Background: an optimization exercise with open tools, aiming at small area, a short achievable clock period and few clock cycles. Do not read the settings as production practice. The RTL was checked by simulation tests, not by an equivalence proof against the original design. Power figures rest on the tool's default switching activity, not on a simulated workload.

==> design/flow/design.v <==
`timescale 1ns / 1ps
`default_nettype none
package rsrt_pkg;
    localparam int SLOT_COUNT = 16;
    localparam int COUNT_BITS = 8;
    localparam int SLOT_W     = $clog2(SLOT_COUNT);
    localparam int SUM_W      = COUNT_BITS + SLOT_W;
    localparam int CNT_W      = SLOT_W + 1;
    localparam int NUM_W      = SUM_W + 1;
    localparam int DEN_W      = CNT_W + 1;
    localparam int DCNT_W     = $clog2(NUM_W + 1);
    localparam int ADD_W      = COUNT_BITS + 9;
    localparam int PROD_W     = 16 + COUNT_BITS;
    localparam int CFG_IDX_W  = 1;
    localparam logic [1:0] REQ_ADD    = 2'd0;
    localparam logic [1:0] REQ_CLEAR  = 2'd1;
    localparam logic [1:0] REQ_SMOOTH = 2'd2;
    localparam logic [1:0] REQ_STEP   = 2'd3;
    localparam logic [1:0] CASE_NONE   = 2'd0;
    localparam logic [1:0] CASE_EMPTY  = 2'd1;
    localparam logic [1:0] CASE_HIT    = 2'd2;
    localparam logic [1:0] CASE_MISSED = 2'd3;
    localparam logic [CFG_IDX_W-1:0] CFG_ACTIVATION = 1'd0;
    localparam logic [CFG_IDX_W-1:0] CFG_RATIO      = 1'd1;
    typedef struct packed {
        logic [1:0] req_type;
        logic [3:0] slot_index;
        logic [7:0] hit_amount;
    } rsrt_in_t;
    typedef struct packed {
        logic [7:0]  smoothed_mean;
        logic [7:0]  raw_mean;
        logic        entry_dismissed;
        logic        is_active;
        logic [15:0] regularity_score;
        logic [1:0]  step_case;
    } rsrt_out_t;
    typedef struct packed {
        logic load;
        logic exec;
        logic sweep1;
        logic sweep2;
        logic div_load;
        logic div_second;
        logic div_step;
        logic fin_raw;
        logic fin_mean;
        logic out_load;
    } rsrt_cmd_t;
    typedef struct packed {
        logic       last;
        logic       div_done;
        logic [1:0] req_type;
    } rsrt_status_t;
endpackage
`default_nettype wire
`timescale 1ns / 1ps
`default_nettype none
module rhythm_slot_regularity_tracker_unit (
    input  wire logic                 aclk,
    input  wire logic                 aresetn,
    input  wire logic                 s_valid,
    output logic                      s_ready,
    input  rsrt_pkg::rsrt_in_t             s_data,
    output logic                      m_valid,
    input  wire logic                 m_ready,
    output rsrt_pkg::rsrt_out_t                 m_data,
    input  wire logic                 cfg_valid,
    output logic                      cfg_ready,
    input  wire logic [rsrt_pkg::CFG_IDX_W-1:0] cfg_index,
    input  wire logic [15:0]          cfg_data
);
    localparam logic [1:0] T_ADD    = 2'd0;
    localparam logic [1:0] T_CLEAR  = 2'd1;
    localparam logic [1:0] T_SMOOTH = 2'd2;
    localparam logic [1:0] T_STEP   = 2'd3;
    localparam logic [3:0] SM_IDLE = 4'd0;
    localparam logic [3:0] SM_MUL  = 4'd1;
    localparam logic [3:0] SM_K    = 4'd2;
    localparam logic [3:0] SM_SW   = 4'd3;
    localparam logic [3:0] SM_SWE  = 4'd8;
    localparam logic [3:0] SM_2    = 4'd4;
    localparam logic [3:0] SM_3    = 4'd5;
    localparam logic [3:0] SM_4    = 4'd6;
    localparam logic [3:0] SM_5    = 4'd7;
    assign cfg_ready = 1'b1;
    logic [7:0]  hist [16];
    logic [7:0]  refr [16];
    logic [7:0]  mean_r;
    logic [15:0] score_r;
    logic [7:0]  act_r;
    logic [15:0] lim_r;
    logic        rq_v;
    logic [1:0]  rq_t;
    logic [15:0] rq_o;
    logic [15:0] rq_p;
    logic [7:0]  rq_a;
    logic        srdy_r;
    logic        mv_r;
    logic [35:0] out_r;
    logic        sk_v;
    logic        sk_smo;
    logic [1:0]  sk_case;
    logic [7:0]  pk_r;
    logic [7:0]  lv_r;
    logic [6:0]  p3q_r;
    logic        p3c_r;
    logic [7:0]  pkd_r;
    logic        p3_ok;
    logic [3:0]  sm_st;
    logic [2:0]  cnt_r;
    logic [15:0] acc_r;
    logic [11:0] csa_r, csb_r;
    logic [4:0]  cn_r;
    logic        dis_r;
    logic [7:0]  raw_r;
    logic [1:0]  p1q_r;
    logic [9:0]  p1r_r;
    logic [4:0]  p1n_r;
    logic [6:0]  p1n3_r;
    logic [5:0]  p2q_r;
    logic [5:0]  p2r_r;
    logic [4:0]  p2n_r;
    logic [6:0]  p2n3_r;
    assign s_ready = srdy_r;
    assign m_valid = mv_r;
    assign m_data  = out_r;
    function automatic logic lt_cin(input logic [7:0] a, input logic [7:0] b,
                                    input logic cin);
        logic c;
        c = cin;
        for (int k = 0; k < 8; k++)
            c = (~a[k] & b[k]) | (~a[k] & c) | (b[k] & c);
        lt_cin = c;
    endfunction
    function automatic logic [4:0] pc16(input logic [15:0] v);
        logic [1:0] a [8];
        logic [2:0] b [4];
        logic [3:0] c [2];
        for (int k = 0; k < 8; k++) a[k] = {1'b0, v[2*k]} + {1'b0, v[2*k+1]};
        for (int k = 0; k < 4; k++) b[k] = {1'b0, a[2*k]} + {1'b0, a[2*k+1]};
        for (int k = 0; k < 2; k++) c[k] = {1'b0, b[2*k]} + {1'b0, b[2*k+1]};
        pc16 = {1'b0, c[0]} + {1'b0, c[1]};
    endfunction
    function automatic logic ltm8(input logic [7:0] a, input logic [7:0] b);
        logic c;
        c = 1'b0;
        for (int k = 0; k < 8; k++)
            c = (~a[k] & b[k]) | (~a[k] & c) | (b[k] & c);
        ltm8 = c;
    endfunction
    function automatic logic ge6(input logic [5:0] a, input logic [5:0] b);
        logic c;
        c = 1'b0;
        for (int k = 0; k < 6; k++)
            c = (~a[k] & b[k]) | (~a[k] & c) | (b[k] & c);
        ge6 = ~c;
    endfunction
    function automatic logic [5:0] r4(input logic [5:0] x, input logic [4:0] n,
                                      input logic [6:0] n3);
        logic g1, g2, g3;
        logic [3:0] c1, c2, c3;
        g1 = x >= {1'b0, n};
        g2 = x >= {n, 1'b0};
        g3 = x >= n3[5:0];
        c1 = x[3:0] - n[3:0];
        c2 = x[3:0] - {n[2:0], 1'b0};
        c3 = x[3:0] - n3[3:0];
        if (g3)      r4 = {2'd3, c3};
        else if (g2) r4 = {2'd2, c2};
        else if (g1) r4 = {2'd1, c1};
        else         r4 = {2'd0, x[3:0]};
    endfunction
    logic        is_add, is_clr, is_smo, is_stp;
    logic        lim_small;
    logic        low_mean;
    logic        exec_done;
    logic [7:0]  rd_h, rd_r;
    logic [8:0]  add_s;
    logic [7:0]  add_v;
    logic        add_ex, clr_ex, stp_ex;
    logic [15:0] score_inc, score_dec, score_nx;
    logic [1:0]  case_nx;
    logic        sm_run;
    logic        k_cyc, sw_cyc;
    logic        kill2;
    logic        kp_r;
    logic        swe_cyc;
    logic [15:0] kp_o;
    logic [15:0] kill, nz;
    logic [15:0] nz_r;
    logic [7:0]  bus;
    assign is_add = rq_t == T_ADD;
    assign is_clr = rq_t == T_CLEAR;
    assign is_smo = rq_t == T_SMOOTH;
    assign is_stp = rq_t == T_STEP;
    assign lim_small = lim_r[15:8] == 8'd0;
    assign low_mean  = mean_r < act_r;
    assign exec_done = rq_v && !sk_v && (!is_smo || sm_st == SM_5);
    assign add_ex    = exec_done && is_add;
    assign clr_ex    = exec_done && is_clr;
    assign stp_ex    = exec_done && is_stp;
    always_comb begin
        rd_h = 8'd0;
        rd_r = 8'd0;
        for (int i = 0; i < 16; i++) begin
            rd_h = rd_h | (hist[i] & {8{rq_o[i]}});
            rd_r = rd_r | (refr[i] & {8{rq_p[i]}});
        end
    end
    assign add_s = {1'b0, rd_h} + {1'b0, rq_a};
    assign add_v = add_s[8] ? 8'hFF : add_s[7:0];
    assign score_inc = (score_r == 16'hFFFF) ? score_r : score_r + 16'd1;
    assign score_dec = (score_r == 16'h0000) ? score_r : score_r - 16'd1;
    logic st_act, st_e, st_g, st_nz, st_inc, st_dec;
    assign st_act   = is_stp && !low_mean;
    assign st_nz    = rd_h != 8'd0;
    assign st_e     = !st_nz && rd_r == 8'd0;
    assign st_g     = ltm8(rd_r, rd_h);
    assign st_inc   = st_act && (st_e || st_g);
    assign st_dec   = st_act && st_nz && !st_g;
    assign case_nx  = {st_act && st_nz, st_act && (st_e || (st_nz && !st_g))};
    assign score_nx = st_inc ? score_inc : st_dec ? score_dec : score_r;
    assign sm_run = rq_v && is_smo;
    assign k_cyc  = sm_run && ((sm_st == SM_IDLE && !sk_v && p3_ok && !lim_small) ||
                               sm_st == SM_K);
    assign sw_cyc = sm_run && sm_st == SM_SW;
    assign swe_cyc = sm_run && sm_st == SM_SWE;
    assign kp_o   = {rq_o[0], rq_o[15:1]} & {16{kp_r && (sw_cyc || swe_cyc)}};
    assign kill2  = (rd_h != 8'd0) && (rd_h > acc_r[15:8]);
    always_comb begin
        for (int i = 0; i < 16; i++) begin
            nz[i]   = nz_r[i];
            kill[i] = lt_cin(hist[i], {1'b0, p3q_r}, p3c_r);
        end
    end
    assign bus = (add_ex && aresetn) ? add_v : 8'd0;
    logic [11:0] tsa, tsb;
    logic [4:0]  tcnt;
    always_comb begin
        logic [11:0] w  [16];
        logic [11:0] l1 [11];
        logic [11:0] l2 [8];
        logic [11:0] l3 [6];
        logic [11:0] l4 [4];
        logic [11:0] l5 [3];
        for (int i = 0; i < 16; i++) w[i] = {4'd0, hist[i]};
        for (int j = 0; j < 5; j++) begin
            l1[2*j]   = w[3*j] ^ w[3*j+1] ^ w[3*j+2];
            l1[2*j+1] = ((w[3*j] & w[3*j+1]) | (w[3*j] & w[3*j+2]) |
                         (w[3*j+1] & w[3*j+2])) << 1;
        end
        l1[10] = w[15];
        for (int j = 0; j < 3; j++) begin
            l2[2*j]   = l1[3*j] ^ l1[3*j+1] ^ l1[3*j+2];
            l2[2*j+1] = ((l1[3*j] & l1[3*j+1]) | (l1[3*j] & l1[3*j+2]) |
                         (l1[3*j+1] & l1[3*j+2])) << 1;
        end
        l2[6] = l1[9];
        l2[7] = l1[10];
        for (int j = 0; j < 2; j++) begin
            l3[2*j]   = l2[3*j] ^ l2[3*j+1] ^ l2[3*j+2];
            l3[2*j+1] = ((l2[3*j] & l2[3*j+1]) | (l2[3*j] & l2[3*j+2]) |
                         (l2[3*j+1] & l2[3*j+2])) << 1;
        end
        l3[4] = l2[6];
        l3[5] = l2[7];
        for (int j = 0; j < 2; j++) begin
            l4[2*j]   = l3[3*j] ^ l3[3*j+1] ^ l3[3*j+2];
            l4[2*j+1] = ((l3[3*j] & l3[3*j+1]) | (l3[3*j] & l3[3*j+2]) |
                         (l3[3*j+1] & l3[3*j+2])) << 1;
        end
        l5[0] = l4[0] ^ l4[1] ^ l4[2];
        l5[1] = ((l4[0] & l4[1]) | (l4[0] & l4[2]) | (l4[1] & l4[2])) << 1;
        l5[2] = l4[3];
        tsa   = l5[0] ^ l5[1] ^ l5[2];
        tsb   = ((l5[0] & l5[1]) | (l5[0] & l5[2]) | (l5[1] & l5[2])) << 1;
        tcnt  = pc16(nz);
    end
    logic [7:0] peak_eff;
    logic [6:0] p3q_nx;
    logic       p3c_nx;
    assign peak_eff = ltm8(pk_r, lv_r) ? lv_r : pk_r;
    assign p3_ok = (pk_r == pkd_r) && !ltm8(pkd_r, lv_r);
    always_comb begin
        logic r1, r0, b, n1, n0;
        logic [7:0] q;
        r1 = 1'b0;
        r0 = 1'b0;
        for (int i = 7; i >= 0; i--) begin
            b    = pk_r[i];
            q[i] = r1 | (r0 & b);
            n1   = (r0 & ~b) | (r1 & b);
            n0   = (~r1 & ~r0 & b) | (r1 & ~b);
            r1   = n1;
            r0   = n0;
        end
        p3q_nx = q[6:0];
        p3c_nx = r1 | r0;
    end
    logic [11:0] d1_s;
    logic [6:0]  d1_n3;
    logic [5:0]  d1_o;
    assign d1_s  = csa_r + csb_r;
    assign d1_n3 = {2'b0, cn_r} + {1'b0, cn_r, 1'b0};
    assign d1_o  = r4(d1_s[11:6], cn_r, d1_n3);
    logic [5:0] d2_a, d2_b;
    assign d2_a = r4(p1r_r[9:4], p1n_r, p1n3_r);
    assign d2_b = r4({d2_a[3:0], p1r_r[3:2]}, p1n_r, p1n3_r);
    logic [5:0] d3_o;
    logic [7:0] d3_q;
    logic       d3_nz, d3_rnd;
    logic [7:0] raw_nx;
    logic [7:0] mean_nx;
    logic       act_nx;
    assign d3_o    = r4(p2r_r, p2n_r, p2n3_r);
    assign d3_q    = {p2q_r, d3_o[5:4]};
    assign d3_nz   = p2n_r != 5'd0;
    assign raw_nx  = d3_nz ? d3_q : 8'd0;
    logic [5:0] p2q_inc;
    logic       hi_gt, hi_eq;
    logic [3:0] rc [4];
    logic [3:0] rnd_d, gt_d, ge_d;
    logic [7:0] mq_d [4];
    logic [7:0] mi_d [4];
    assign p2q_inc = p2q_r + 6'd1;
    assign hi_gt   = ltm8({2'b0, act_r[7:2]}, {2'b0, p2q_r});
    assign hi_eq   = p2q_r == act_r[7:2];
    always_comb begin
        rc[0] = p2r_r[3:0];
        rc[1] = p2r_r[3:0] - p2n_r[3:0];
        rc[2] = p2r_r[3:0] - {p2n_r[2:0], 1'b0};
        rc[3] = p2r_r[3:0] - p2n3_r[3:0];
        for (int d = 0; d < 4; d++) begin
            rnd_d[d] = !ltm8({3'b0, rc[d], 1'b0}, {3'b0, p2n_r});
            gt_d[d]  = hi_gt || (hi_eq && 2'(d) > act_r[1:0]);
            ge_d[d]  = hi_gt || (hi_eq && 2'(d) >= act_r[1:0]);
            mq_d[d]  = {p2q_r, 2'(d)};
            mi_d[d]  = (d == 3) ? {p2q_inc, 2'd0} : {p2q_r, 2'(d + 1)};
        end
    end
    always_comb begin
        logic [1:0] d;
        d       = d3_o[5:4];
        d3_rnd  = rnd_d[d];
        mean_nx = !d3_nz ? 8'd0 : d3_rnd ? mi_d[d] : mq_d[d];
        act_nx  = d3_nz && (d3_rnd ? ge_d[d] : gt_d[d]);
    end
    logic [35:0] res;
    always_comb begin
        if (sk_v)
            res = {mean_r, sk_smo ? raw_r : 8'd0, sk_smo && dis_r, mean_r > act_r,
                   score_r, sk_case};
        else if (is_smo)
            res = {mean_nx, raw_r, dis_r, act_nx, score_r, 2'd0};
        else
            res = {mean_r, 8'd0, 1'b0, mean_r > act_r, score_nx, case_nx};
    end
    logic accept, out_free, rq_v_n, sk_v_n, single_n;
    logic [3:0] sm_st_n;
    assign accept   = s_valid && srdy_r;
    assign out_free = !mv_r || m_ready;
    assign rq_v_n   = accept || (rq_v && !exec_done);
    assign sk_v_n   = sk_v ? !out_free : (exec_done && !out_free);
    always_comb begin
        sm_st_n = sm_st;
        if (sm_run) begin
            unique case (sm_st)
                SM_IDLE: if (!sk_v && p3_ok) sm_st_n = lim_small ? SM_MUL : SM_2;
                SM_MUL:  if (cnt_r == 3'd7) sm_st_n = SM_K;
                SM_K:    sm_st_n = SM_SW;
                SM_SW:   if (rq_o[15]) sm_st_n = SM_SWE;
                SM_SWE:  sm_st_n = SM_2;
                SM_2:    sm_st_n = SM_3;
                SM_3:    sm_st_n = SM_4;
                SM_4:    sm_st_n = SM_5;
                SM_5:    if (!sk_v) sm_st_n = SM_IDLE;
                default: sm_st_n = SM_IDLE;
            endcase
        end
    end
    always_comb begin
        if (accept) single_n = s_data.req_type != T_SMOOTH;
        else        single_n = !is_smo || sm_st_n == SM_5;
    end
    always_ff @(posedge aclk) begin
        if (!aresetn) begin
            rq_v     <= 1'b0;
            srdy_r   <= 1'b1;
            mv_r     <= 1'b0;
            sk_v     <= 1'b0;
            sm_st    <= SM_IDLE;
        end else begin
            rq_v     <= rq_v_n;
            srdy_r   <= !rq_v_n || (!sk_v_n && single_n);
            sk_v     <= sk_v_n;
            mv_r     <= sk_v || exec_done || (mv_r && !m_ready);
            sm_st    <= sm_st_n;
        end
    end
    always_ff @(posedge aclk) begin
        if (accept) begin
            rq_t <= s_data.req_type;
            rq_a <= s_data.hit_amount;
            rq_o <= 16'd1 << ((s_data.req_type == T_STEP) ? s_data.slot_index - 4'd1
                                                         : s_data.slot_index);
            rq_p <= (s_data.req_type == T_STEP) ? 16'd1 << (s_data.slot_index - 4'd1) : 16'd0;
        end else if (k_cyc || sw_cyc) begin
            rq_o <= k_cyc ? 16'd1 : {rq_o[14:0], rq_o[15]};
        end
        if (out_free && (sk_v || exec_done)) out_r <= res;
        if (!sk_v && exec_done && !out_free) begin
            sk_smo  <= is_smo;
            sk_case <= case_nx;
        end
    end
    always_ff @(posedge aclk) begin
        for (int i = 0; i < 16; i++) begin
            if (!aresetn || clr_ex || (k_cyc && kill[i]) || kp_o[i])
                nz_r[i] <= 1'b0;
            else if (add_ex && rq_o[i] && rq_a != 8'd0)
                nz_r[i] <= 1'b1;
        end
    end
    always_ff @(posedge aclk) begin
        for (int i = 0; i < 16; i++) begin
            if (!aresetn || clr_ex || (k_cyc && kill[i]) ||
                (add_ex && rq_o[i]) || kp_o[i])
                hist[i] <= bus;
        end
        if (!aresetn) begin
            for (int i = 0; i < 16; i++) refr[i] <= 8'd0;
            mean_r  <= 8'd0;
            score_r <= 16'd0;
            act_r   <= 8'd4;
            lim_r   <= 16'hFFFF;
        end else begin
            if (cfg_valid) begin
                if (cfg_index == 1'b0) act_r <= cfg_data[7:0];
                else                   lim_r <= cfg_data;
            end
            for (int i = 0; i < 16; i++) begin
                if (stp_ex && (low_mean ? rq_o[(i + 15) % 16] : rq_o[i]))
                    refr[i] <= hist[i];
            end
            if (stp_ex) score_r <= score_nx;
            if (exec_done && is_smo) mean_r <= mean_nx;
        end
    end
    always_ff @(posedge aclk) begin
        if (!aresetn || clr_ex) begin
            pk_r  <= 8'd0;
            lv_r  <= 8'd0;
            p3q_r <= 7'd0;
            p3c_r <= 1'b0;
            pkd_r <= 8'd0;
        end else begin
            pkd_r <= pk_r;
            pk_r  <= (k_cyc && lim_small) ? 8'd0 : peak_eff;
            lv_r  <= add_ex ? add_v : (sw_cyc && !kill2) ? rd_h : 8'd0;
            p3q_r <= p3q_nx;
            p3c_r <= p3c_nx;
        end
    end
    always_ff @(posedge aclk) begin
        if (sm_run) begin
            if (sm_st == SM_IDLE) begin
                cnt_r <= 3'd0;
                acc_r <= 16'd0;
            end
            if (sm_st == SM_MUL) begin
                cnt_r <= cnt_r + 3'd1;
                acc_r <= {acc_r[14:0], 1'b0} + (lim_r[3'd7 - cnt_r] ? {8'd0, pk_r} : 16'd0);
            end
            if (k_cyc || sm_st == SM_2) begin
                csa_r <= tsa;
                csb_r <= tsb;
                cn_r  <= tcnt;
            end
            if (k_cyc)  dis_r <= |(kill & nz);
            kp_r <= sw_cyc && kill2;
            if (sw_cyc && kill2) dis_r <= 1'b1;
            if (sm_st == SM_2 || sm_st == SM_3) begin
                p1q_r  <= d1_o[5:4];
                p1r_r  <= {d1_o[3:0], d1_s[5:0]};
                p1n_r  <= cn_r;
                p1n3_r <= d1_n3;
            end
            if (sm_st == SM_3 || sm_st == SM_4) begin
                p2q_r  <= {p1q_r, d2_a[5:4], d2_b[5:4]};
                p2r_r  <= {d2_b[3:0], p1r_r[1:0]};
                p2n_r  <= p1n_r;
                p2n3_r <= p1n3_r;
            end
            if (sm_st == SM_4) raw_r <= raw_nx;
        end
    end
endmodule
`default_nettype wire
==> design/flow/run.sh <==
#!/bin/bash
# synth_recipe.tcl (not shown) runs the flow's synth.tcl, then flattens the netlist and writes it again
# the make line also repeats each setting of config.mk as NAME=value (left out here)
make -C /OpenROAD-flow-scripts/flow DESIGN_CONFIG=/design/flow/config.mk WORK_HOME=/design/flow/orfs CLKGATE_MAP_FILE= SYNTH_SCRIPT=/design/flow/synth_recipe.tcl finish
==> design/flow/config.mk <==
export PLATFORM = sky130hd
export DESIGN_NAME = rhythm_slot_regularity_tracker_unit
export DESIGN_NICKNAME = rhythm_slot_regularity_tracker_unit
export VERILOG_FILES = /design/flow/design.v
export SDC_FILE = /design/flow/constraint.sdc
export NUM_CORES = 4
export LEC_CHECK = 0
export CAP_MARGIN = 20
export CORE_MARGIN = 2
export CORE_UTILIZATION = 70
export PLACE_DENSITY = 0.8
export SETUP_SLACK_MARGIN = 5
export SLEW_MARGIN = 20
==> design/flow/constraint.sdc <==
create_clock -name core_clock -period 10.0 [get_ports {aclk}]
set_input_delay 2.0000 -clock core_clock [delete_from_list [all_inputs] [get_ports {aclk}]]
set_output_delay 2.0000 -clock core_clock [all_outputs]
set_load 0.01 [all_outputs]
==> qor.csv, run 1 <==
stage,metric,value,unit
die,DIE AREA,0.0476,mm²
global_route,largest net degree at the start of global routing,107,
final_layout,"Net count, final",3474,
setup_path,CP Max Fanout,16,
die,FP Rows,78,
synth,yosys warns,15,
synth,Post-synth EDFFs,308,
clocking,CTS buffer count,56,
route,Via density,7.15,
sta,Final setup viols,0,
global_route,total track usage,47.9,%
setup_path,"CP delay by family, top",compound AO/OA/AOI/OAI gates,
worst_hold_path,HP Class,reg2reg,
global_route,GRT overflow,0,
setup_path,critical path required time,10.29,ns
synth,Area contributors post-synth,"edfxtp_1, dfxtp_1, fa_1, ha_1, mux2i_1",
placement,Port Buffers,73,
route,post-route ant nets,0,
power,Pwr Density,195,mW/mm²
clocking,clk sink count,540,
sta,Slew Limit Fails,0,
clocking,clk slew on worst S/H paths,0.07,ns
die,Die Span Y,218,µm
final_layout,Post-Route Utilization,77.7,%
clocking,Root Buffer,clkbuf_16,
global_route,initial antenna violation count,10,
synth,Synth top area share,28.8,%
power,Static Leak,0.0139,µW
route,DRT Pass-1 Iters,13,
synth,Syn Inst Count,3137,
synth,syn_area_per_cell,10.2,µm²
sta,Fmax achieved,0.211,GHz
route,drt total wl,114,mm
power,switch share,33.1,%
setup_path,CP peak stage delay,0.81,ns
route,vias,27218,
outcome,outcome,"complete, no violations",
clocking,CTS tree,done,
global_route,first-pass GRT wire length,166,mm
placement,Placer Congestion,1.13,
route,drt wl/cell,30.0,µm
setup_path,crit path buf inv count,1,
setup_path,Critical-path top delay cell,edfxtp_1,
synth,post-synthesis sequential area ratio,43.2,%
die,I/O Pins,75,
sta,Setup Skew,0.0290,ns
sta,Worst Max-Slew Pin Slew,1.15,ns
synth,Synth area leader,edfxtp_1,
route,First DRT Iteration DRCs,4753,
synth,Post-Syn Area,0.0321,mm²
sta,Tmin final,4.73,ns
setup_path,critical path type,reg2reg,
final_layout,fill count,2887,
power,Flop pwr share,40.8,%
synth,number of synthesized register bits,540,
clocking,H-tree depth,2,
placement,dpl hpwl,82.6,mm
power,Psw,2270,µW
synth,Async SR Flop Fraction,0,%
synth,Cell variety after synth,95,
sta,Max transition margin,23.3,%
setup_path,crit path launch type,register,
die,chip width,218,µm
setup_path,"Critical Path, Cell by Cell",a22o_1 > a221oi_1 > and4_1 > inv_1 > ha_1 > fa_1 > a21o_1 > a21oi_1 > o21bai_1 > a21oi_1 > o21bai_1 > a21o_1 > o21ai_0 > nor2_4,
final_layout,share of layout cells above drive strength 1,5.80,%
run,Max Cap Viol,0,
power,peak supply drop,0.335,mV
sta,RSZ-0062 raised after global routing,no,
synth,post-synthesis net count,3449,
power,Clock Power Share,31.3,%
sta,Final period util,47.3,%
setup_path,CP Capture Type,register,
power,P_int,4590,µW
die,Core ar.,0.0454,mm²
synth,dominant synthesized flop cell,edfxtp_1,
global_route,vias in the first global route,25933,
clocking,cts hold-fix bufs,0,
die,Initial Util,70.8,%
setup_path,arrival time worst endpoint,5.02,ns
clocking,latest clock arrival within the worst-skew pair,0.64,ns
clocking,Longest Clk Path Bufs,3,
sta,Setup TNS,0,ns
clocking,post-CTS setup buffer count,0,
final_layout,Area Overhead vs Synth,9.66,%
power,Gate power share,27.9,%
sta,Fin. Hold Viols,0,
route,DRC,0,
## timing repair
action	CTS	global route
endpoints found under the setup margin	0	5
endpoints found under the hold margin	0	0
resized for setup	0	3
## synth_stat cells (10+ instances only)
cell / number
nor2b_1: 41
xnor2_1: 51
a22o_1: 60
a21oi_1: 117
maj3_1: 30
mux2_2: 10
o211ai_1: 13
a221o_1: 17
inv_1: 318
a221oi_1: 55
nand4_1: 21
o21ai_0: 83
nor3_1: 29
and2_1: 51
a211oi_1: 28
nand2_1: 272
a21o_1: 43
nor2_1: 287
edfxtp_1: 308
o31ai_1: 11
and3_1: 16
fa_1: 133
or4_1: 10
nand2b_1: 64
xor2_1: 20
clkbuf_1: 109
o21a_1: 13
mux2i_1: 176
nand3_1: 56
a21boi_0: 12
a22oi_1: 45
a31oi_1: 14
buf_2: 15
o21bai_1: 10
o22ai_1: 23
ha_1: 143
and4_1: 15
dfxtp_1: 232
## metrics by stage
step,worst slack [ns],hold slack [ns],area [µm²],std cells,power [µW]
after floorplan,5.74,0.400,32100,3137,4030
after global placement,5.28,0.402,33300,3702,4540
after detailed placement,5.09,0.406,33300,3702,4670
after CTS,5.06,0.397,35200,3804,6790
after global routing,5.09,0.411,35200,3806,7170
final,5.27,0.403,35200,3807,6860
## cells by family (layout without fill, tap and decap cells)
logic type | Yosys count | in the layout | synth area share (%)
AND/OR/NAND/NOR | 926 | 926 | 13.9
AO/OA/AOI/OAI | 651 | 651 | 14.8
flip-flops | 540 | 540 | 43.2
buffers and inverters | 453 | 522 | 5.38
adder cells (fa/ha/maj) | 307 | 307 | 14.8
multiplexers | 188 | 188 | 5.97
XOR/XNOR | 71 | 71 | 1.93
other | 1 | 2 | 0.0117
## power groups by stage
stage	registers, µW	clock network [µW]	logic, µW
global placement	2820	0	1730
floorplan	2690	0	1340
finish	2800	2150	1910
global route	2790	2220	2160
detailed placement	2820	0	1850
CTS	2770	2130	1890
## state kept, by name, summed over array words and instances, names as in the netlist, 10 cells and up
signal / count
rq_p: 16
csa_r: 11
hist: 128
p1r_r: 10
acc_r: 16
csb_r: 10
refr: 128
score_r: 16
out_r: 36
rq_o: 16
lim_r: 16
nz_r: 16
## final timing paths
kind | startpoint | endpoint | slack, ns | cells past startpoint
max | rq_o[10]$_DFFE_PP_ | hist[14][3]$_DFFE_PP_ | 5.27 | 14
min reg2reg | p1r_r[0]$_DFFE_PP_ | p2r_r[0]$_DFFE_PP_ | 0.40 | 0
max reg2reg | rq_o[10]$_DFFE_PP_ | hist[14][3]$_DFFE_PP_ | 5.27 | 14
min | p1r_r[0]$_DFFE_PP_ | p2r_r[0]$_DFFE_PP_ | 0.40 | 0
## layout make-up
| type | count | area, µm² | area share, % |
|---|---|---|---|
| flip-flops and latches | 540 | 13900 | 39.4 |
| repair buffers | 97 | 918 | 2.61 |
| well taps | 600 | 751 | 2.13 |
| diodes | 1 | 2.50 | 0.00710 |
| inverters | 323 | 1210 | 3.45 |
| clock buffers | 79 | 1640 | 4.66 |
| clock inverters | 23 | 213 | 0.604 |
| multi-input cells | 2144 | 16600 | 47.1 |
## metal layers
metal	part of all wire [%]	global-route usage (%)	vias to the layer above
li1	-	-	11244
met1	36	61.8	12978
met2	41	68.7	2364
met3	15	17.7	620
met4	8.1	29.2	12
met5	0.066	0.208	-
## layout by cell type (no fill, tap or decap), types with 13 or more instances in the layout
cell | Yosys | final
a211oi_1 | 28 | 28
a21o_1 | 43 | 43
a21oi_1 | 117 | 115
a221o_1 | 17 | 17
a221oi_1 | 55 | 55
a22o_1 | 60 | 60
a22oi_1 | 45 | 45
a31oi_1 | 14 | 14
and2_1 | 51 | 51
and3_1 | 16 | 16
and4_1 | 15 | 15
buf_4 | 3 | 23
clkbuf_16 | 0 | 57
clkbuf_8 | 0 | 13
clkdlybuf4s50_1 | 0 | 72
dfxtp_1 | 232 | 232
edfxtp_1 | 308 | 308
fa_1 | 133 | 133
ha_1 | 143 | 143
inv_1 | 318 | 316
maj3_1 | 30 | 30
mux2i_1 | 176 | 175
nand2_1 | 272 | 272
nand2b_1 | 64 | 64
nand3_1 | 56 | 56
nand4_1 | 21 | 21
nor2_1 | 287 | 278
nor2b_1 | 41 | 41
nor3_1 | 29 | 28
o211ai_1 | 13 | 13
o21a_1 | 13 | 13
o21ai_0 | 83 | 83
o22ai_1 | 23 | 23
xnor2_1 | 51 | 51
xor2_1 | 20 | 20
## worst reg2reg max path: cells and delay by family, from the launching register on
kind,cells,cell delay [ns]
AND/OR/NAND/NOR,2,0.70
adder cells (fa/ha/maj),2,0.69
buffers and inverters,1,0.10
flip-flops,1,0.81
AO/OA/AOI/OAI,9,2.11
Testbench counts, summed over its fixed seeds: cycles 24,427.
==> run 2: changes to the inputs <==
--- a/design/flow/config.mk
+++ b/design/flow/config.mk
@@ -7,7 +7,5 @@
 export LEC_CHECK = 0
 export CAP_MARGIN = 20
 export CORE_MARGIN = 2
-export CORE_UTILIZATION = 70
-export PLACE_DENSITY = 0.8
-export SETUP_SLACK_MARGIN = 5
+export CORE_UTILIZATION = 40
 export SLEW_MARGIN = 20
==> run 2 against run 1 <==
  * Synthesized area unchanged
  * Flip-flop and latch count unchanged
  * Cell area grew 2.6%
  * Die area rose by 73%
  * Combinational power decreased by 4%
==> qor.csv, run 2 <==
stage,metric,value,unit,change
synth,dominant synthesized flop cell,edfxtp_1,,
route,post-route ant nets,0,,unchanged
sta,Final setup viols,0,,unchanged
clocking,CTS tree,done,,
setup_path,CP Capture Type,register,,
synth,post-synthesis net count,3449,,unchanged
power,Pwr Density,193,mW/mm²,-0.89%
die,Die Span Y,287,µm,+32%
final_layout,"most common cell after layout, fill and taps aside",inv_1,,
sta,Final WS setup,4.82,ns,-0.447 ns
synth,Syn Inst Count,3137,,unchanged
sta,Worst Max-Slew Pin Slew,1.14,ns,-0.00979 ns
synth,syn_area_per_cell,10.2,µm²,unchanged
synth,Synth top area share,28.8,%,unchanged
setup_path,critical path type,reg2reg,,
setup_path,arrival time worst endpoint,5.73,ns,+0.71 ns
sta,Setup TNS,0,ns,unchanged
global_route,vias in the first global route,24018,,-7.4%
synth,number of synthesized register bits,540,,unchanged
global_route,largest net degree at the start of global routing,100,,-6.5%
final_layout,share of layout cells above drive strength 1,6.38,%,+0.58 points
sta,Slew Limit Fails,0,,unchanged
synth,proportion of synthesized area in mux cells,5.97,%,unchanged
synth,Synth Area in Adders,14.8,%,unchanged
synth,most instantiated cells after synthesis,"inv_1, edfxtp_1, nor2_1",,
outcome,outcome,"complete, no violations",,
sta,Max transition margin,23.8,%,+0.45 points
synth,Compound-Gate Fraction of Synth Area,14.8,%,unchanged
worst_hold_path,HP Class,reg2reg,,
route,Via density,5.91,,-17%
final_layout,area of the multi-input gates,0.0166,mm²,about the same
final_layout,most frequent cells in the layout,"inv_1, edfxtp_1, nor2_1",,
synth,Post-Synth Simple-Gate Area,13.9,%,unchanged
route,drt wl/cell,25.8,µm,-14%
clocking,clk slew on worst S/H paths,0.07,ns,about the same
synth,Post-synth EDFFs,308,,unchanged
placement,Port Buffers,73,,unchanged
sta,Fmax achieved,0.193,GHz,-8.6%
die,FP Rows,103,,+32%
route,DRT Pass-1 Iters,6,,-7
die,DIE AREA,0.0826,mm²,+73%
global_route,GRT overflow,0,,unchanged
clocking,Post-CTS Resized,0,,unchanged
synth,combinational family with the most area after synthesis,adder cells,,
route,vias,25319,,-7.0%
synth,Area contributors post-synth,"edfxtp_1, dfxtp_1, fa_1, ha_1, mux2i_1",,
setup_path,CP Max Fanout,14,,-2
placement,dpl ws,5.01,ns,-0.0854 ns
clocking,clk sink count,540,,unchanged
final_layout,Regs by FF count,"hist: 128 flops, refr: 128 flops, out_r: 36 flops",,
clocking,post-CTS setup buffer count,0,,unchanged
route,First DRT Iteration DRCs,2937,,-38%
route,DRC,0,,unchanged
die,chip width,287,µm,+32%
synth,yosys warns,15,,unchanged
die,I/O Pins,75,,unchanged
sta,Setup Skew,0.0884,ns,+0.0594 ns
synth,top-count cell post-synth,inv_1,,
clocking,cts hold-fix bufs,0,,unchanged
placement,Placer Congestion,1.04,,-8.3%
clocking,Root Buffer,clkbuf_16,,
global_route,initial antenna violation count,8,,-2
run,Max Cap Viol,0,,unchanged
sta,RSZ-0062 raised after global routing,no,,
clocking,latest clock arrival within the worst-skew pair,0.69,ns,+0.05 ns
die,Core ar.,0.0793,mm²,+75%
final_layout,Post-Route Utilization,45.6,%,-32 points
power,peak supply drop,0.140,mV,-58%
global_route,total track usage,26.4,%,-21 points
die,Initial Util,40.5,%,-30 points
global_route,first-pass GRT wire length,161,mm,-2.7%
sta,Final period util,51.8,%,+4.5 points
clocking,CTS buffer count,57,,+1.8%
route,drt total wl,110,mm,-3.3%
final_layout,Seq. cell area,0.0139,mm²,unchanged
placement,dpl hpwl,83.5,mm,+1.1%
power,Static Leak,0.0141,µW,+1.1%
synth,Cell variety after synth,95,,unchanged
synth,Async SR Flop Fraction,0,%,unchanged
setup_path,crit path launch type,register,,
clocking,Longest Clk Path Bufs,3,,unchanged
setup_path,critical path required time,10.55,ns,+0.26 ns
final_layout,Area Overhead vs Synth,12.5,%,
clocking,H-tree depth,2,,unchanged
sta,Tmin final,5.18,ns,+0.447 ns
synth,Post-Syn Area,0.0321,mm²,unchanged
sta,Fin. Hold Viols,0,,unchanged
final_layout,fill count,7489,,+160%
final_layout,"Net count, final",3493,,+0.55%
synth,post-synthesis sequential area ratio,43.2,%,unchanged
synth,xor and xnor area share after synthesis,1.93,%,unchanged
synth,Synth area leader,edfxtp_1,,
==> run 2: cell counts after synthesis <==
Identical to the previous run, type by type.
==> run 2: path summary, 6_finish.rpt <==
path                        end              startpoint  slack (ns)  depth (start not counted)
max          lv_r[4]$_SDFF_PP0_       rq_o[0]$_DFFE_PP_        4.82                         15
min          p2q_r[4]$_DFFE_PP_  p1q_r[0]$_SDFFCE_PN1P_        0.42                          0
max reg2reg  lv_r[4]$_SDFF_PP0_       rq_o[0]$_DFFE_PP_        4.82                         15
min reg2reg  p2q_r[4]$_DFFE_PP_  p1q_r[0]$_SDFFCE_PN1P_        0.42                          0
==> run 2: layout make-up <==
cell class	instances	share of cell area (%)
Sequential cell	540	38.4
Timing Repair Buffer	115	2.89
Inverter	323	3.36
Clock inverter	40	1.58
Multi-Input combinational cell	2144	45.9
Clock buffer	68	4.17
Antenna cell	2	0.0138
Tap cell	1050	3.63
==> run 2: cells by family (layout without fill, tap and decap cells) <==
logic type / after synthesis / in the layout
AND/OR/NAND/NOR: 926 / 926
AO/OA/AOI/OAI: 651 / 651
flip-flops: 540 / 540
buffers and inverters: 453 / 546
adder cells (fa/ha/maj): 307 / 307
multiplexers: 188 / 188
XOR/XNOR: 71 / 71
other: 1 / 3
==> run 2: routing by layer <==
layer | global-route usage, % | vias up | part of all wire [%]
met4 | 12.8 | 10 | 5.5
met5 | 0.523 | - | 0.10
met2 | 40.0 | 1422 | 43
met3 | 7.66 | 373 | 11
met1 | 34.6 | 12201 | 40
li1 | - | 11313 | -
==> run 2: stage by stage <==
stage                     power, µW  cells  area (µm²)  hold slack [ns]
after floorplan                4030   3137       32100            0.400
after global placement         4610   4169       34000            0.404
after detailed placement       4680   4169       34000            0.405
after CTS                      7010   4277       36100            0.417
after global routing           7360   4280       36100            0.441
final                          6970   4282       36100            0.417
==> run 2: critical path, stage by stage (launching register included) <==
cell and delay [ns]:
edfxtp_1 0.71, a22o_1 0.35, a221oi_1 0.19, and4_1 0.56, inv_1 0.09, ha_1 0.23
fa_1 0.43, a21o_1 0.20, a21oi_1 0.23, o21bai_1 0.10, a21oi_1 0.23, o21bai_1 0.09
a21o_1 0.25, o21ai_0 0.63, o21ai_0 0.47, and2_1 0.29
==> run 2: report_power, final <==
part	total, µW	internal, µW	leakage (µW)	switching [µW]
Combinational	1840	782	0.00815	1060
Clock	2340	1370	0.000981	966
Sequential	2790	2570	0.00492	222
==> run 3: changes to the inputs <==
--- a/design/flow/design.v
+++ b/design/flow/design.v
@@ -90,11 +90,18 @@
     logic [15:0] score_r;
     logic [7:0]  act_r;
     logic [15:0] lim_r;
+    logic [15:0] nz_r;
     logic        rq_v;
     logic [1:0]  rq_t;
     logic [15:0] rq_o;
     logic [15:0] rq_p;
     logic [7:0]  rq_a;
+    logic        ex_v;
+    logic [1:0]  ex_t;
+    logic [15:0] ex_o;
+    logic [7:0]  ex_a;
+    logic [7:0]  ex_h;
+    logic [7:0]  ex_r;
     logic        srdy_r;
     logic        mv_r;
     logic [35:0] out_r;
@@ -109,7 +116,8 @@
     logic        p3_ok;
     logic [3:0]  sm_st;
     logic [2:0]  cnt_r;
-    logic [15:0] acc_r;
+    logic [7:0]  acc_r;
+    logic        sv_r;
     logic [11:0] csa_r, csb_r;
     logic [4:0]  cn_r;
     logic        dis_r;
@@ -171,63 +179,53 @@
         else if (g1) r4 = {2'd1, c1};
         else         r4 = {2'd0, x[3:0]};
     endfunction
-    logic        is_add, is_clr, is_smo, is_stp;
+    logic        ex_add, ex_clr, ex_smo, ex_stp;
     logic        lim_small;
     logic        low_mean;
-    logic        exec_done;
-    logic [7:0]  rd_h, rd_r;
+    logic        x2_done;
     logic [8:0]  add_s;
     logic [7:0]  add_v;
     logic        add_ex, clr_ex, stp_ex;
     logic [15:0] score_inc, score_dec, score_nx;
     logic [1:0]  case_nx;
     logic        sm_run;
-    logic        k_cyc, sw_cyc;
-    logic        kill2;
-    logic        kp_r;
-    logic        swe_cyc;
+    logic        k_cyc, sw_cyc, swe_cyc;
+    logic        k2;
     logic [15:0] kp_o;
     logic [15:0] kill, nz;
-    logic [15:0] nz_r;
+    logic [15:0] ref_wo;
     logic [7:0]  bus;
-    assign is_add = rq_t == T_ADD;
-    assign is_clr = rq_t == T_CLEAR;
-    assign is_smo = rq_t == T_SMOOTH;
-    assign is_stp = rq_t == T_STEP;
+    assign ex_add = ex_t == T_ADD;
+    assign ex_clr = ex_t == T_CLEAR;
+    assign ex_smo = ex_t == T_SMOOTH;
+    assign ex_stp = ex_t == T_STEP;
     assign lim_small = lim_r[15:8] == 8'd0;
     assign low_mean  = mean_r < act_r;
-    assign exec_done = rq_v && !sk_v && (!is_smo || sm_st == SM_5);
-    assign add_ex    = exec_done && is_add;
-    assign clr_ex    = exec_done && is_clr;
-    assign stp_ex    = exec_done && is_stp;
-    always_comb begin
-        rd_h = 8'd0;
-        rd_r = 8'd0;
-        for (int i = 0; i < 16; i++) begin
-            rd_h = rd_h | (hist[i] & {8{rq_o[i]}});
-            rd_r = rd_r | (refr[i] & {8{rq_p[i]}});
-        end
-    end
-    assign add_s = {1'b0, rd_h} + {1'b0, rq_a};
+    assign x2_done = ex_v && !sk_v && (!ex_smo || sm_st == SM_5);
+    assign add_ex  = x2_done && ex_add;
+    assign clr_ex  = x2_done && ex_clr;
+    assign stp_ex  = x2_done && ex_stp;
+    assign add_s = {1'b0, ex_h} + {1'b0, ex_a};
     assign add_v = add_s[8] ? 8'hFF : add_s[7:0];
     assign score_inc = (score_r == 16'hFFFF) ? score_r : score_r + 16'd1;
     assign score_dec = (score_r == 16'h0000) ? score_r : score_r - 16'd1;
     logic st_act, st_e, st_g, st_nz, st_inc, st_dec;
-    assign st_act   = is_stp && !low_mean;
-    assign st_nz    = rd_h != 8'd0;
-    assign st_e     = !st_nz && rd_r == 8'd0;
-    assign st_g     = ltm8(rd_r, rd_h);
+    assign st_act   = ex_stp && !low_mean;
+    assign st_nz    = ex_h != 8'd0;
+    assign st_e     = !st_nz && ex_r == 8'd0;
+    assign st_g     = ltm8(ex_r, ex_h);
     assign st_inc   = st_act && (st_e || st_g);
     assign st_dec   = st_act && st_nz && !st_g;
     assign case_nx  = {st_act && st_nz, st_act && (st_e || (st_nz && !st_g))};
     assign score_nx = st_inc ? score_inc : st_dec ? score_dec : score_r;
-    assign sm_run = rq_v && is_smo;
-    assign k_cyc  = sm_run && ((sm_st == SM_IDLE && !sk_v && p3_ok && !lim_small) ||
-                               sm_st == SM_K);
-    assign sw_cyc = sm_run && sm_st == SM_SW;
+    assign ref_wo   = low_mean ? {ex_o[14:0], ex_o[15]} : ex_o;
+    assign sm_run  = ex_v && ex_smo;
+    assign k_cyc   = sm_run && ((sm_st == SM_IDLE && !sk_v && p3_ok && !lim_small) ||
+                                sm_st == SM_K);
+    assign sw_cyc  = sm_run && sm_st == SM_SW;
     assign swe_cyc = sm_run && sm_st == SM_SWE;
-    assign kp_o   = {rq_o[0], rq_o[15:1]} & {16{kp_r && (sw_cyc || swe_cyc)}};
-    assign kill2  = (rd_h != 8'd0) && (rd_h > acc_r[15:8]);
+    assign k2   = sv_r && (sw_cyc || swe_cyc) && (ex_h != 8'd0) && (ex_h > acc_r);
+    assign kp_o = {ex_o[0], ex_o[15:1]} & {16{k2}};
     always_comb begin
         for (int i = 0; i < 16; i++) begin
             nz[i]   = nz_r[i];
@@ -235,6 +233,22 @@
         end
     end
     assign bus = (add_ex && aresetn) ? add_v : 8'd0;
+    logic [15:0] rsel;
+    logic [7:0]  rd_h, rd_r, h_in, r_in;
+    assign rsel = (sw_cyc ? ex_o : rq_o);
+    always_comb begin
+        rd_h = 8'd0;
+        rd_r = 8'd0;
+        for (int i = 0; i < 16; i++) begin
+            rd_h = rd_h | (hist[i] & {8{rsel[i]}});
+            rd_r = rd_r | (refr[i] & {8{rq_p[i]}});
+        end
+        if (add_ex && |(ex_o & rq_o)) h_in = add_v;
+        else if (clr_ex)              h_in = 8'd0;
+        else                          h_in = rd_h;
+        if (stp_ex && |(ref_wo & rq_p)) r_in = low_mean ? rd_h : ex_h;
+        else                            r_in = rd_r;
+    end
     logic [11:0] tsa, tsb;
     logic [4:0]  tcnt;
     always_comb begin
@@ -351,17 +365,20 @@
         if (sk_v)
             res = {mean_r, sk_smo ? raw_r : 8'd0, sk_smo && dis_r, mean_r > act_r,
                    score_r, sk_case};
-        else if (is_smo)
+        else if (ex_smo)
             res = {mean_nx, raw_r, dis_r, act_nx, score_r, 2'd0};
         else
             res = {mean_r, 8'd0, 1'b0, mean_r > act_r, score_nx, case_nx};
     end
-    logic accept, out_free, rq_v_n, sk_v_n, single_n;
+    logic accept, advance, out_free, rq_v_n, ex_v_n, ex_smo_n, sk_v_n, x2c_n;
     logic [3:0] sm_st_n;
     assign accept   = s_valid && srdy_r;
+    assign advance  = rq_v && (!ex_v || x2_done);
     assign out_free = !mv_r || m_ready;
-    assign rq_v_n   = accept || (rq_v && !exec_done);
-    assign sk_v_n   = sk_v ? !out_free : (exec_done && !out_free);
+    assign rq_v_n   = accept || (rq_v && !advance);
+    assign ex_v_n   = advance || (ex_v && !x2_done);
+    assign ex_smo_n = advance ? (rq_t == T_SMOOTH) : ex_smo;
+    assign sk_v_n   = sk_v ? !out_free : (x2_done && !out_free);
     always_comb begin
         sm_st_n = sm_st;
         if (sm_run) begin
@@ -369,7 +386,7 @@
                 SM_IDLE: if (!sk_v && p3_ok) sm_st_n = lim_small ? SM_MUL : SM_2;
                 SM_MUL:  if (cnt_r == 3'd7) sm_st_n = SM_K;
                 SM_K:    sm_st_n = SM_SW;
-                SM_SW:   if (rq_o[15]) sm_st_n = SM_SWE;
+                SM_SW:   if (ex_o[15]) sm_st_n = SM_SWE;
                 SM_SWE:  sm_st_n = SM_2;
                 SM_2:    sm_st_n = SM_3;
                 SM_3:    sm_st_n = SM_4;
@@ -379,23 +396,22 @@
             endcase
         end
     end
-    always_comb begin
-        if (accept) single_n = s_data.req_type != T_SMOOTH;
-        else        single_n = !is_smo || sm_st_n == SM_5;
-    end
+    assign x2c_n = !ex_v_n || (!sk_v_n && (!ex_smo_n || sm_st_n == SM_5));
     always_ff @(posedge aclk) begin
         if (!aresetn) begin
-            rq_v     <= 1'b0;
-            srdy_r   <= 1'b1;
-            mv_r     <= 1'b0;
-            sk_v     <= 1'b0;
-            sm_st    <= SM_IDLE;
+            rq_v   <= 1'b0;
+            ex_v   <= 1'b0;
+            srdy_r <= 1'b1;
+            mv_r   <= 1'b0;
+            sk_v   <= 1'b0;
+            sm_st  <= SM_IDLE;
         end else begin
-            rq_v     <= rq_v_n;
-            srdy_r   <= !rq_v_n || (!sk_v_n && single_n);
-            sk_v     <= sk_v_n;
-            mv_r     <= sk_v || exec_done || (mv_r && !m_ready);
-            sm_st    <= sm_st_n;
+            rq_v   <= rq_v_n;
+            ex_v   <= ex_v_n;
+            srdy_r <= !rq_v_n || x2c_n;
+            sk_v   <= sk_v_n;
+            mv_r   <= sk_v || x2_done || (mv_r && !m_ready);
+            sm_st  <= sm_st_n;
         end
     end
     always_ff @(posedge aclk) begin
@@ -405,12 +421,20 @@
             rq_o <= 16'd1 << ((s_data.req_type == T_STEP) ? s_data.slot_index - 4'd1
                                                          : s_data.slot_index);
             rq_p <= (s_data.req_type == T_STEP) ? 16'd1 << (s_data.slot_index - 4'd1) : 16'd0;
+        end
+        if (advance) begin
+            ex_t <= rq_t;
+            ex_a <= rq_a;
+            ex_o <= rq_o;
+            ex_h <= h_in;
+            ex_r <= r_in;
         end else if (k_cyc || sw_cyc) begin
-            rq_o <= k_cyc ? 16'd1 : {rq_o[14:0], rq_o[15]};
+            ex_o <= k_cyc ? 16'd1 : {ex_o[14:0], ex_o[15]};
+            ex_h <= rd_h;
         end
-        if (out_free && (sk_v || exec_done)) out_r <= res;
-        if (!sk_v && exec_done && !out_free) begin
-            sk_smo  <= is_smo;
+        if (out_free && (sk_v || x2_done)) out_r <= res;
+        if (!sk_v && x2_done && !out_free) begin
+            sk_smo  <= ex_smo;
             sk_case <= case_nx;
         end
     end
@@ -418,14 +442,14 @@
         for (int i = 0; i < 16; i++) begin
             if (!aresetn || clr_ex || (k_cyc && kill[i]) || kp_o[i])
                 nz_r[i] <= 1'b0;
-            else if (add_ex && rq_o[i] && rq_a != 8'd0)
+            else if (add_ex && ex_o[i] && ex_a != 8'd0)
                 nz_r[i] <= 1'b1;
         end
     end
     always_ff @(posedge aclk) begin
         for (int i = 0; i < 16; i++) begin
             if (!aresetn || clr_ex || (k_cyc && kill[i]) ||
-                (add_ex && rq_o[i]) || kp_o[i])
+                (add_ex && ex_o[i]) || kp_o[i])
                 hist[i] <= bus;
         end
         if (!aresetn) begin
@@ -440,11 +464,11 @@
                 else                   lim_r <= cfg_data;
             end
             for (int i = 0; i < 16; i++) begin
-                if (stp_ex && (low_mean ? rq_o[(i + 15) % 16] : rq_o[i]))
+                if (stp_ex && ref_wo[i])
                     refr[i] <= hist[i];
             end
             if (stp_ex) score_r <= score_nx;
-            if (exec_done && is_smo) mean_r <= mean_nx;
+            if (x2_done && ex_smo) mean_r <= mean_nx;
         end
     end
     always_ff @(posedge aclk) begin
@@ -457,7 +481,8 @@
         end else begin
             pkd_r <= pk_r;
             pk_r  <= (k_cyc && lim_small) ? 8'd0 : peak_eff;
-            lv_r  <= add_ex ? add_v : (sw_cyc && !kill2) ? rd_h : 8'd0;
+            lv_r  <= add_ex ? add_v
+                   : (sv_r && (sw_cyc || swe_cyc) && !k2) ? ex_h : 8'd0;
             p3q_r <= p3q_nx;
             p3c_r <= p3c_nx;
         end
@@ -466,20 +491,20 @@
         if (sm_run) begin
             if (sm_st == SM_IDLE) begin
                 cnt_r <= 3'd0;
-                acc_r <= 16'd0;
+                acc_r <= 8'd0;
             end
             if (sm_st == SM_MUL) begin
                 cnt_r <= cnt_r + 3'd1;
-                acc_r <= {acc_r[14:0], 1'b0} + (lim_r[3'd7 - cnt_r] ? {8'd0, pk_r} : 16'd0);
+                acc_r <= 8'(({1'b0, acc_r} + (lim_r[cnt_r] ? {1'b0, pk_r} : 9'd0)) >> 1);
             end
+            sv_r <= sw_cyc;
             if (k_cyc || sm_st == SM_2) begin
                 csa_r <= tsa;
                 csb_r <= tsb;
                 cn_r  <= tcnt;
             end
-            if (k_cyc)  dis_r <= |(kill & nz);
-            kp_r <= sw_cyc && kill2;
-            if (sw_cyc && kill2) dis_r <= 1'b1;
+            if (k_cyc) dis_r <= |(kill & nz);
+            if (k2)    dis_r <= 1'b1;
             if (sm_st == SM_2 || sm_st == SM_3) begin
                 p1q_r  <= d1_o[5:4];
                 p1r_r  <= {d1_o[3:0], d1_s[5:0]};
--- a/design/flow/config.mk
+++ b/design/flow/config.mk
@@ -7,5 +7,6 @@
 export LEC_CHECK = 0
 export CAP_MARGIN = 20
 export CORE_MARGIN = 2
-export CORE_UTILIZATION = 40
+export CORE_UTILIZATION = 60
+export PLACE_DENSITY = 0.7
 export SLEW_MARGIN = 20
==> run 3 against run 2 <==
  * Still clean
  * Synthesized area increased by 3.7%
  * Combinational power decreased by 36%
  * Sequential power about the same
  * Largest cell class unchanged
  * Largest power group unchanged
  * Highest routed layer unchanged
==> qor.csv, run 3 <==
stage,metric,value,unit,change
synth,Post-synth EDFFs,342,,+11%
synth,Post-Syn Area,0.0333,mm²,+3.7%
worst_hold_path,worst hold path stage count,0,,unchanged
synth,dominant synthesized flop cell,edfxtp_1,,
placement,"Cell Area, Placed",0.0347,mm²,+2.0%
synth,post-synthesis sequential area ratio,44.8,%,+1.6 points
sta,Final period util,47.9,%,-3.9 points
setup_path,arrival time worst endpoint,5.20,ns,-0.53 ns
clocking,Longest Clk Path Bufs,3,,unchanged
final_layout,most frequent cells in the layout,"edfxtp_1, inv_1, nand2_1",,
run,Max Cap Viol,0,,unchanged
setup_path,CP Capture Type,register,,
synth,Synth top area share,30.8,%,+2.0 points
route,drt total wl,110,mm,-0.33%
clocking,clk slew on worst S/H paths,0.07,ns,about the same
sta,Tmin final,4.79,ns,-0.386 ns
synth,Async SR Flop Fraction,0,%,unchanged
die,Die Span Y,240,µm,-17%
power,Static Leak,0.0141,µW,about the same
setup_path,critical path required time,10.41,ns,-0.14 ns
clocking,H-tree depth,2,,unchanged
clocking,CTS buffer count,59,,+3.5%
final_layout,fin area,0.0368,mm²,+1.7%
sta,Slew Limit Fails,0,,unchanged
synth,Cell variety after synth,94,,-1.1%
setup_path,Worst Reg-to-Reg Cells,13,,-2
sta,Setup TNS,0,ns,unchanged
synth,most instantiated cells after synthesis,"edfxtp_1, inv_1, nand2_1, nor2_1, dfxtp_1",,
die,DIE AREA,0.0575,mm²,-30%
clocking,clk sink count,575,,+6.5%
synth,top-count cell post-synth,edfxtp_1,,
route,drt wl/cell,27.0,µm,+4.6%
worst_hold_path,WHS Endpoint,ex_a[5]$_DFFE_PP_,,
placement,Port Buffers,73,,unchanged
final_layout,Post-Route Utilization,66.9,%,+21 points
setup_path,crit path launch type,register,,
clocking,post-CTS setup buffer count,0,,unchanged
route,Via density,6.55,,+11%
die,Initial Util,60.6,%,+20 points
sta,Final setup viols,0,,unchanged
clocking,latest clock arrival within the worst-skew pair,0.66,ns,-0.03 ns
final_layout,"most common cell after layout, fill and taps aside",edfxtp_1,,
clocking,CTS tree,done,,
final_layout,"Net count, final",3594,,+2.9%
setup_path,critical path type,reg2reg,,
worst_hold_path,HP Class,reg2reg,,
worst_hold_path,hold_sp,rq_a[5]$_DFFE_PP_,,
power,peak supply drop,0.145,mV,+3.3%
setup_path,CP Max Fanout,17,,+3
placement,dpl hpwl,83.5,mm,about the same
route,DRT Pass-1 Iters,6,,unchanged
final_layout,Area Overhead vs Synth,10.3,%,
setup_path,Worst R2R Start,ex_t[0]$_DFFE_PP_,,
die,I/O Pins,75,,unchanged
sta,WHS,0.419,ns,+0.00216 ns
global_route,total track usage,38.3,%,+12 points
synth,syn_area_per_cell,10.2,µm²,-0.36%
sta,Setup Skew,0.0575,ns,-0.0308 ns
route,post-route ant nets,0,,unchanged
sta,RSZ-0062 raised after global routing,no,,
synth,yosys warns,15,,unchanged
global_route,vias in the first global route,25617,,+6.7%
clocking,cts hold-fix bufs,0,,unchanged
route,DRC,0,,unchanged
global_route,first-pass GRT wire length,162,mm,+0.75%
clocking,Post-CTS Resized,0,,unchanged
die,Core ar.,0.0550,mm²,-31%
synth,post-synthesis net count,3578,,+3.7%
die,FP Rows,86,,-17%
route,First DRT Iteration DRCs,3088,,+5.1%
synth,Synth area leader,edfxtp_1,,
sta,Max transition margin,23.2,%,-0.52 points
final_layout,Regs by FF count,"hist: 128 flops, refr: 128 flops, out_r: 36 flops",,
die,chip width,240,µm,-17%
synth,Syn Inst Count,3266,,+4.1%
global_route,GRT overflow,0,,unchanged
synth,number of synthesized register bits,575,,+6.5%
setup_path,R2R Path End,ex_r[3]$_DFFE_PP_,,
synth,Area contributors post-synth,"edfxtp_1, dfxtp_1, fa_1, ha_1, mux2i_1",,
final_layout,fill count,4222,,-44%
sta,Fin. Hold Viols,0,,unchanged
clocking,Root Buffer,clkbuf_16,,
sta,Worst Max-Slew Pin Slew,1.15,ns,+0.0121 ns
setup_path,reg2reg setup slack,5.21,ns,+0.39 ns
route,vias,26738,,+5.6%
placement,Placer Congestion,1.07,,+2.6%
global_route,largest net degree at the start of global routing,92,,-8.0%
global_route,initial antenna violation count,3,,-5
power,Pwr Density,172,mW/mm²,-11%
outcome,outcome,"complete, no violations",,
sta,Fmax achieved,0.209,GHz,+8.1%
final_layout,share of layout cells above drive strength 1,6.06,%,-0.31 points
-- run 3: how the worst max path moves through the flow --
stage | startpoint | to | slack, ns | depth (start not counted)
final | ex_t[0]$_DFFE_PP_ | ex_r[3]$_DFFE_PP_ | 5.21 | 13
after global routing | p1n3_r[0]$_DFFE_PP_ | p2r_r[4]$_DFFE_PP_ | 5.19 | 17
after CTS | p1n3_r[0]$_DFFE_PP_ | p2r_r[2]$_DFFE_PP_ | 5.61 | 17
after detailed placement | aresetn | hist[5][1]$_DFFE_PP_ | 5.11 | 7
after global placement | aresetn | hist[5][1]$_DFFE_PP_ | 5.12 | 7
after floorplan | m_ready | out_r[0]$_DFFE_PP_ | 5.76 | 2
-- run 3: area by class of cell --
| class | instances | area, µm² | share of cell area (%) |
|---|---|---|---|
| tap | 748 | 936 | 2.55 |
| clock buffer | 67 | 1540 | 4.18 |
| multi-input combinational | 2247 | 16800 | 45.6 |
| inverter | 301 | 1140 | 3.10 |
| timing repair buffer | 98 | 918 | 2.50 |
| sequential | 575 | 14900 | 40.6 |
| antenna | 1 | 2.50 | 0.00681 |
| clock inverter | 43 | 523 | 1.42 |
-- run 3: logic make-up (layout without fill, tap and decap cells) --
logic type	Yosys count	in the layout	share of synthesized area (%)
AND/OR/NAND/NOR	934	934	13.3
flip-flops	575	575	44.8
XOR/XNOR	74	74	1.94
AO/OA/AOI/OAI	757	757	15.2
multiplexers	158	158	4.94
adder cells (fa/ha/maj)	323	323	14.8
buffers and inverters	444	509	5.08
other	1	2	0.0112
-- run 3: power by group --
| group | internal [µW] | total, µW | switching (µW) |
|---|---|---|---|
| combinational | 486 | 1180 | 696 |
| sequential | 2660 | 2800 | 144 |
| clock | 1370 | 2350 | 983 |
| total | 4510 | 6340 | 1820 |
-- run 3: stage by stage --
stage,instances,setup slack [ns],total power (µW)
floorplan,3266,5.76,3610
global placement,3968,5.12,3980
detailed placement,3969,5.11,4020
CTS,4079,5.61,6340
global route,4079,5.19,6610
finish,4080,5.21,6340
-- run 3: routing by layer --
| layer | up-vias | wire (µm) | GRT usage (%) |
|---|---|---|---|
| met5 | - | 42 | 0.519 |
| met4 | 2 | 8100 | 23.3 |
| met3 | 439 | 12000 | 7.91 |
| met2 | 1722 | 48800 | 59.7 |
| met1 | 12884 | 41200 | 49.3 |
| li1 | 11691 | - | - |
-- run 3: critical path, cell delays in order, from the launching register on --
cell and delay, ns:
edfxtp_1 0.44, nand2b_4 0.22, clkinv_2 0.11, nand2_4 0.12, clkinv_4 0.12, nand2_2 0.07, or3_1 0.75, inv_1 0.38
mux2_2 0.51, a22o_1 0.28, a221oi_2 0.17, nand4_1 0.56, mux2_2 0.52, mux2_2 0.26
Testbench counts of run 3, summed over its fixed seeds: cycles 24,435.
==> run 4: changes to the inputs <==
--- a/design/flow/config.mk
+++ b/design/flow/config.mk
@@ -7,6 +7,5 @@
 export LEC_CHECK = 0
 export CAP_MARGIN = 20
 export CORE_MARGIN = 2
-export CORE_UTILIZATION = 60
-export PLACE_DENSITY = 0.7
+export CORE_UTILIZATION = 40
 export SLEW_MARGIN = 20
==> run 4 against run 3 <==
  * Sequential power about the same
  * Setup slack better by 0.37 ns
  * Die area up 49%
  * Synthesized area unchanged
  * Via count down 3.9%
  * Power down 1.9%
  * Non-clock buffer count up 9
  * Utilization down 22 points
  * First-iteration DRC count up 1.6%
  * Count of clock-buffer cells in the layout up 14
==> qor.csv, run 4 <==
stage,metric,value,unit,change
outcome,outcome,"complete, no violations",,
power,peak supply drop,0.162,mV,+12%
sta,WHS,0.418,ns,-0.00122 ns
clocking,H-tree depth,2,,unchanged
global_route,initial antenna violation count,4,,+1
die,I/O Pins,75,,unchanged
power,Pwr Density,168,mW/mm²,-2.7%
setup_path,Worst Reg-to-Reg Cells,17,,+4
die,DIE AREA,0.0857,mm²,+49%
final_layout,Area Overhead vs Synth,11.2,%,
synth,Post-synth EDFFs,342,,unchanged
final_layout,Regs by FF count,"hist: 128 flops, refr: 128 flops, out_r: 36 flops",,
setup_path,critical path type,reg2reg,,
route,drt total wl,107,mm,-2.9%
setup_path,Crit. Startpoint,p1n3_r[0]$_DFFE_PP_,,
power,Gate power share,19.6,%,+0.9 points
sta,Final period util,44.3,%,-3.7 points
synth,Synth area leader,edfxtp_1,,
global_route,total track usage,24.7,%,-14 points
clocking,latest clock arrival within the worst-skew pair,0.66,ns,about the same
clocking,Root Buffer,clkbuf_16,,
sta,Tmin final,4.43,ns,-0.368 ns
synth,Async SR Flop Fraction,0,%,unchanged
final_layout,most frequent cells in the layout,"edfxtp_1, inv_1, nand2_1",,
die,Initial Util,40.5,%,-20 points
global_route,first-pass GRT wire length,159,mm,-1.9%
global_route,vias in the first global route,24692,,-3.6%
route,Via density,5.82,,-11%
clocking,CTS buffer count,59,,unchanged
clocking,clk sink count,575,,unchanged
run,Max Cap Viol,0,,unchanged
sta,Final setup viols,0,,unchanged
clocking,post-CTS setup buffer count,0,,unchanged
clocking,CTS tree,done,,
synth,Cell variety after synth,94,,unchanged
worst_hold_path,HP Class,reg2reg,,
setup_path,Worst R2R Start,p1n3_r[0]$_DFFE_PP_,,
synth,syn_area_per_cell,10.2,µm²,unchanged
sta,Slew Limit Fails,0,,unchanged
synth,most instantiated cells after synthesis,"edfxtp_1, inv_1, nand2_1, nor2_1, dfxtp_1",,
worst_hold_path,WHS Endpoint,p2q_r[4]$_DFFE_PP_,,
power,P_int,4400,µW,-2.5%
die,Die Span Y,293,µm,+22%
synth,Area contributors post-synth,"edfxtp_1, dfxtp_1, fa_1, ha_1, mux2i_1",,
setup_path,reg2reg setup slack,5.57,ns,+0.37 ns
setup_path,R2R Path End,p2r_r[5]$_DFFE_PP_,,
clocking,cts hold-fix bufs,0,,unchanged
power,switch share,29.2,%,+0.46 points
die,Core ar.,0.0822,mm²,+50%
synth,dominant synthesized flop cell,edfxtp_1,,
route,DRC,0,,unchanged
route,vias,25688,,-3.9%
sta,Setup TNS,0,ns,unchanged
synth,post-synthesis sequential area ratio,44.8,%,unchanged
synth,number of synthesized register bits,575,,unchanged
power,Flop pwr share,44.9,%,+0.7 points
worst_hold_path,worst hold path stage count,0,,unchanged
final_layout,"most common cell after layout, fill and taps aside",edfxtp_1,,
power,Static Leak,0.0141,µW,about the same
power,Clock Power Share,35.5,%,-1.6 points
die,chip width,293,µm,+22%
sta,RSZ-0062 raised after global routing,no,,
final_layout,"Net count, final",3603,,+0.25%
synth,top-count cell post-synth,edfxtp_1,,
clocking,Post-CTS Resized,0,,unchanged
setup_path,critical path required time,10.35,ns,-0.06 ns
sta,Fin. Hold Viols,0,,unchanged
worst_hold_path,hold_sp,p1q_r[0]$_SDFFCE_PN1P_,,
die,FP Rows,105,,+22%
global_route,GRT overflow,0,,unchanged
clocking,clk slew on worst S/H paths,0.06,ns,about the same
synth,Synth top area share,30.8,%,unchanged
setup_path,CP Capture Type,register,,
placement,Placer Congestion,0.963,,-9.7%
setup_path,arrival time worst endpoint,4.78,ns,-0.42 ns
route,drt wl/cell,24.2,µm,-10%
global_route,largest net degree at the start of global routing,89,,-3.3%
clocking,Longest Clk Path Bufs,3,,unchanged
power,total power,6210,µW,-1.9%
sta,Fmax achieved,0.226,GHz,+8.3%
synth,yosys warns,15,,unchanged
synth,Syn Inst Count,3266,,unchanged
route,First DRT Iteration DRCs,3136,,+1.6%
route,post-route ant nets,0,,unchanged
final_layout,diodes inserted,0,,-1
setup_path,crit path launch type,register,,
setup_path,CP Max Fanout,8,,-9
synth,Post-Syn Area,0.0333,mm²,unchanged
sta,Max transition margin,25.4,%,+2.1 points
placement,Port Buffers,73,,unchanged
route,DRT Pass-1 Iters,8,,+2
final_layout,share of layout cells above drive strength 1,5.78,%,-0.29 points
sta,Worst Max-Slew Pin Slew,1.12,ns,-0.0358 ns
synth,post-synthesis net count,3578,,unchanged
placement,dpl hpwl,79.6,mm,-4.6%
sta,Setup Skew,0.0378,ns,-0.0197 ns
power,Psw,1820,µW,-0.33%
==> run 4: worst max-delay path by stage <==
stage                            endpoint  slack (ns)  depth (start not counted)
floorplan              out_r[0]$_DFFE_PP_        5.76                          2
global placement    hist[12][0]$_DFFE_PP_        5.41                          4
detailed placement  hist[14][7]$_DFFE_PP_        5.33                          4
CTS                    p2r_r[5]$_DFFE_PP_        5.60                         17
global route           p2r_r[5]$_DFFE_PP_        5.22                         17
finish                 p2r_r[5]$_DFFE_PP_        5.57                         17
==> run 4: per-layer routing <==
metal | up-vias | track usage, % | wire [µm]
li1 | 11717 | - | -
met1 | 12394 | 32.8 | 44600
met3 | 326 | 5.65 | 9980
met4 | 0 | 12.9 | 6230
met5 | - | 0 | 0
met2 | 1251 | 37.6 | 46100
==> run 4: final cells by class <==
cell class / count / area (µm²)
Sequential cell: 575 / 14900
Tap cell: 1070 / 1340
Multi-Input combinational cell: 2247 / 16800
Timing Repair Buffer: 107 / 1010
Inverter: 301 / 1140
Fill cell: 7744 / 45200
Clock buffer: 81 / 1630
Clock inverter: 29 / 265
==> run 4: power groups by stage <==
stage	sequential (µW)	clock (µW)	combinational (µW)
6_report	2790	2210	1220
5_1_grt	2790	2320	1420
4_1_cts	2780	2230	1250
3_5_place_dp	2830	0	1230
3_3_place_gp	2830	0	1220
2_1_floorplan	2760	0	851
==> run 4: through the flow <==
| step | cells | setup WS [ns] | utilization, % | instance area, µm² |
|---|---|---|---|---|
| finish | 4410 | 5.57 | 45.1 | 37100 |
| global route | 4410 | 5.22 | 45.1 | 37100 |
| floorplan | 3266 | 5.76 | - | 33300 |
| global placement | 4299 | 5.41 | 42.7 | 35100 |
| detailed placement | 4299 | 5.33 | 42.7 | 35100 |
| CTS | 4409 | 5.60 | 45.0 | 37000 |
==> run 4: kinds of logic (layout without fill, tap and decap cells) <==
family | Yosys count | count (layout) | share of synthesized area, %
simple gates | 934 | 934 | 13.3
compound gates | 757 | 757 | 15.2
flops | 575 | 575 | 44.8
buf+inv | 444 | 518 | 5.08
fa+ha+maj | 323 | 323 | 14.8
mux | 158 | 158 | 4.94
xor+xnor | 74 | 74 | 1.94
other cells | 1 | 1 | 0.0112
==> run 4: worst max-delay path, cell delays in order (launching register included) <==
cell	delay [ns]
edfxtp_1	0.45
ha_1	0.19
inv_1	0.08
fa_1	0.41
a21o_1	0.16
a21o_1	0.16
a21oi_1	0.19
o21ai_1	0.22
o21bai_1	0.25
mux2i_1	0.48
ha_1	0.34
a21o_1	0.16
a21oi_1	0.16
nor2_1	0.07
a211oi_1	0.36
nor2_1	0.13
a22oi_1	0.19
o21ai_0	0.14

Setup slack of run 4, layout unchanged: 5.574 ns with ideal ports, 5.574 ns with driving cells assumed (clock clkbuf_16, inputs buf_2), 5.325 ns with port delays also shifted by the 0.707 ns mid clock arrival.
